From an optimization exercise on the open Yosys and OpenROAD flow, aimed at small area; shortcuts taken in it are not production practice.
At most, simulation tests tie the RTL to the original design; equivalence was not proved.
Power is estimated from default activity; no workload was simulated.

Setup of main:
// bf_top
module bf_top #(
   parameter int TABLE_DEPTH  = 1024,
   parameter int EPOCH_CYCLES = 2032,
   parameter int SCRUB_BATCH  = 6
) (
   input  logic                    clk,
   input  logic                    rst,
   input  logic                    req_valid,
   input  bf_ctrl_pkg::req_kind_t  req_kind,
   input  bf_word_pkg::sram_addr_t req_hash0,
   input  bf_word_pkg::sram_addr_t req_hash1,
   output logic                    req_ready,
   output logic                    sram_rd_req,
   output bf_word_pkg::sram_addr_t sram_rd_addr,
   input  bf_word_pkg::sram_word_t sram_rd_data,
   input  logic                    sram_rd_vld,
   output logic                    sram_wr_req,
   output bf_word_pkg::sram_addr_t sram_wr_addr,
   output bf_word_pkg::sram_word_t sram_wr_data
);
   logic [7:0]  epoch;
   logic [7:0]  epoch_q;      
   logic        req_empty;
   logic        req_pop;
   logic        head_adv;
   logic        head_kind;
   logic        hsel;
   logic [18:0] req_addr;
   logic        take, do_op, addr_is_req;
   logic [9:0]  scrub_addr;
   logic [18:0] addr;
   logic [7:0]  age_in;
   logic [3:0]  code_in;
   logic [52:0] dl [1:4];
   logic [4:1]  pend;
   logic [4:1]  sel;
   logic [52:0] word;
   logic [3:0]  age;
   logic [47:0] result;
   logic [47:0] wr_vec;
   epoch_timer u_timer (
      .clk   (clk),
      .rst   (rst),
      .epoch (epoch)
   );
   small_fifo req_queue (
      .clk      (clk),
      .rst      (rst),
      .din      ({req_kind, req_hash1, req_hash0}),
      .wr_en    (req_valid),
      .rd_en    (req_pop),
      .head_adv (head_adv),
      .hsel     (hsel),
  ...
For scale: ~1700 cells after synthesis, roughly 230 I/O pins, roughly 0.021 mm^2 of cells after synthesis.
==> module small_fifo, before the edit <==
module small_fifo #(
   parameter int AW = 19
) (
   input  logic          clk,
   input  logic          rst,
   input  logic [2*AW:0] din,
   input  logic          wr_en,
   input  logic          rd_en,
   input  logic          head_adv,
   input  logic          hsel,
   output logic [AW-1:0] addr,
   output logic          kind,
   output logic          empty,
   output logic          ready
);
   logic [2*AW:0] mem [7];
   logic [2:0]    wr_p;
   logic [2:0]    rd_p;
   logic [6:0]    wr_oh;
   logic [6:0]    rd_oh;
   always_comb for (int i = 0; i < 7; i++) begin
      wr_oh[i] = (wr_p == 3'(i));
      rd_oh[i] = (rd_p == 3'(i));
   end
   logic [2:0]    count;
   logic          do_wr;
   assign ready = (count != 3'd7);
   assign empty = (count == 3'd0);
   assign do_wr = wr_en && ready;
   always_comb begin
      addr = '0;
      kind = 1'b0;
      for (int i = 0; i < 7; i++) begin
         addr = addr | (mem[i][AW-1:0] & {AW{rd_oh[i] && !hsel}})
                     | (mem[i][2*AW-1:AW] & {AW{rd_oh[i] && hsel}});
         kind = kind | (mem[i][2*AW] && rd_oh[i]);
      end
   end
   always_ff @(posedge clk) begin
      for (int i = 0; i < 7; i++)
         if (do_wr && wr_oh[i])
            mem[i] <= din;
   end
   always_ff @(posedge clk) begin
      if (rst) begin
         wr_p <= '0;
         rd_p <= '0;
         count <= '0;
      end else begin
         if (do_wr)
            wr_p <= (wr_p == 3'd6) ? 3'd0 : wr_p + 1'b1;
         if (head_adv)
            rd_p <= (rd_p == 3'd6) ? 3'd0 : rd_p + 1'b1;
         case ({do_wr, rd_en})
            2'b10:   count <= count + 1'b1;
            2'b01:   count <= count - 1'b1;
            default: count <= count;
         endcase
      end
   end
endmodule
export LEC_CHECK = 0
export CAP_MARGIN = 20
export CORE_MARGIN = 2
export CORE_UTILIZATION = 70
export SLEW_MARGIN = 20
create_clock -name core_clock -period 10.0 [get_ports {clk}]
standard.sh (not shown) runs the stock make flow with config.mk's settings and CLKGATE_MAP_FILE= SYNTH_SCRIPT=/design/flow/synth_recipe.tcl, a recipe that flattens the netlist after the stock synthesis.
==> flow/flow/run.sh <==
#!/bin/bash
# Own layout flow: the standard layout (standard.sh, all steps), with
# three changes:
#  - synthesis runs the standard flow's own script (synth_recipe.tcl) unchanged except that
#    ABC maps the logic with an area-oriented script (flow/abc_area.script)
#    in place of ORFS's speed script; the registers are mapped as before;
#  - the port buffers that global placement inserts use the smallest buffer,
#    sky130_fd_sc_hd__buf_1 (ORFS variable BUFFER_PORTS_ARGS);
#  - clock tree synthesis inserts no dummy loads, uses clkbuf_8 and clusters
#    of at most 16 sinks within 50 um (ORFS variable CTS_ARGS).
# make's full output goes to standard.log here; ORFS's per-step logs are in
# orfs/logs/.
set -euo pipefail
here=$(pwd)
{
  cat <<'TCL'
# synth_recipe.tcl with ABC's -script replaced by $::env(MY_ABC_SCRIPT)
proc abc {args} {
  set i [lsearch -exact $args -script]
  if { $i >= 0 } {
    set args [lreplace $args $i [expr {$i + 1}] -script $::env(MY_ABC_SCRIPT)]
  }
  yosys abc {*}$args
}
TCL
  cat "$here/synth_recipe.tcl"
} > "$here/my_synth.tcl"
export MY_ABC_SCRIPT="$here/flow/abc_area.script"
export BUFFER_PORTS_ARGS="-buffer_cell sky130_fd_sc_hd__buf_1"
export CTS_ARGS="-sink_clustering_enable -repair_clock_nets -dont_use_dummy_load -buf_list sky130_fd_sc_hd__clkbuf_8 -sink_clustering_size 16 -sink_clustering_max_diameter 50"
bash standard.sh "SYNTH_SCRIPT=$here/my_synth.tcl" finish > standard.log 2>&1
==> flow/flow/abc_area.script <==
strash
&get -n
&deepsyn -T 60
&put
dch -f
map -a
strash
dch -f
map -a
topo
## Diff of input files: the feature branch against main
diff --git a/flow/design.v b/flow/design.v
--- a/flow/design.v
+++ b/flow/design.v
@@ -67,12 +67,6 @@
 );
    logic [2*AW:0] mem [7];
-   logic [2:0]    wr_p;
-   logic [2:0]    rd_p;
    logic [6:0]    wr_oh;
    logic [6:0]    rd_oh;
-   always_comb for (int i = 0; i < 7; i++) begin
-      wr_oh[i] = (wr_p == 3'(i));
-      rd_oh[i] = (rd_p == 3'(i));
-   end
    logic [2:0]    count;
    logic          do_wr;
@@ -96,12 +90,12 @@
    always_ff @(posedge clk) begin
       if (rst) begin
-         wr_p <= '0;
-         rd_p <= '0;
+         wr_oh <= 7'b1;
+         rd_oh <= 7'b1;
          count <= '0;
       end else begin
          if (do_wr)
-            wr_p <= (wr_p == 3'd6) ? 3'd0 : wr_p + 1'b1;
+            wr_oh <= {wr_oh[5:0], wr_oh[6]};
          if (head_adv)
-            rd_p <= (rd_p == 3'd6) ? 3'd0 : rd_p + 1'b1;
+            rd_oh <= {rd_oh[5:0], rd_oh[6]};
          case ({do_wr, rd_en})
             2'b10:   count <= count + 1'b1;
## What came out
Summary of the feature branch over main: multi-input gate share of total cell area stayed essentially flat; sequential cell count up about 1.3%; tap cell count climbed about 1.5%.
The feature branch -> main: ratio of cells with drive above 1 in the final layout flat
Count of non-filler cells in the finished layout: higher on the feature branch
Compared the feature branch vs main, and synthesized cell count is up in the feature branch.
| total core area | the feature branch vs main | worse |
[the feature branch] share of cell area taken by flip-flops and latches rose 0.20 points relative to main
The feature branch -> main: synthesis-to-finish area growth flat
Sort the feature branch and main by hold slack, ascending, and main comes first.
Sort the feature branch and main by total power, ascending, and main comes first.
The RTL of the feature branch was laid out without a check of its function.

-- re-timing with driven ports --
How much do the figures lean on ideal ports? The routed layouts below were timed once more, with nothing changed but the port constraints.
Step 1 sets driving cells, clkbuf_16 on the clock port and buf_2 on the other inputs (assumed; they add their load-dependent delay and slew).
Step 2, shift: input delay + t, output delay - t, t = (earliest + latest rising clock arrival at the registers) / 2. This alone moves slack from input paths to output paths.
a / b / c = ideal ports / drivers / drivers and shift; a / b = the first two.
run | t (ns) | slack for setup (ns) | worst hold slack (ns) | clock arrival spread, ns
main | 0.631 | 3.021 / 3.021 / 3.021 | 0.287 / 0.287 / 0.287 | 0.076 / 0.077
the feature branch | 0.626 | 4.377 / 4.328 / 4.903 | 0.294 / 0.294 / 0.294 | 0.073 / 0.072
After both steps setup and hold are still met in every run listed.
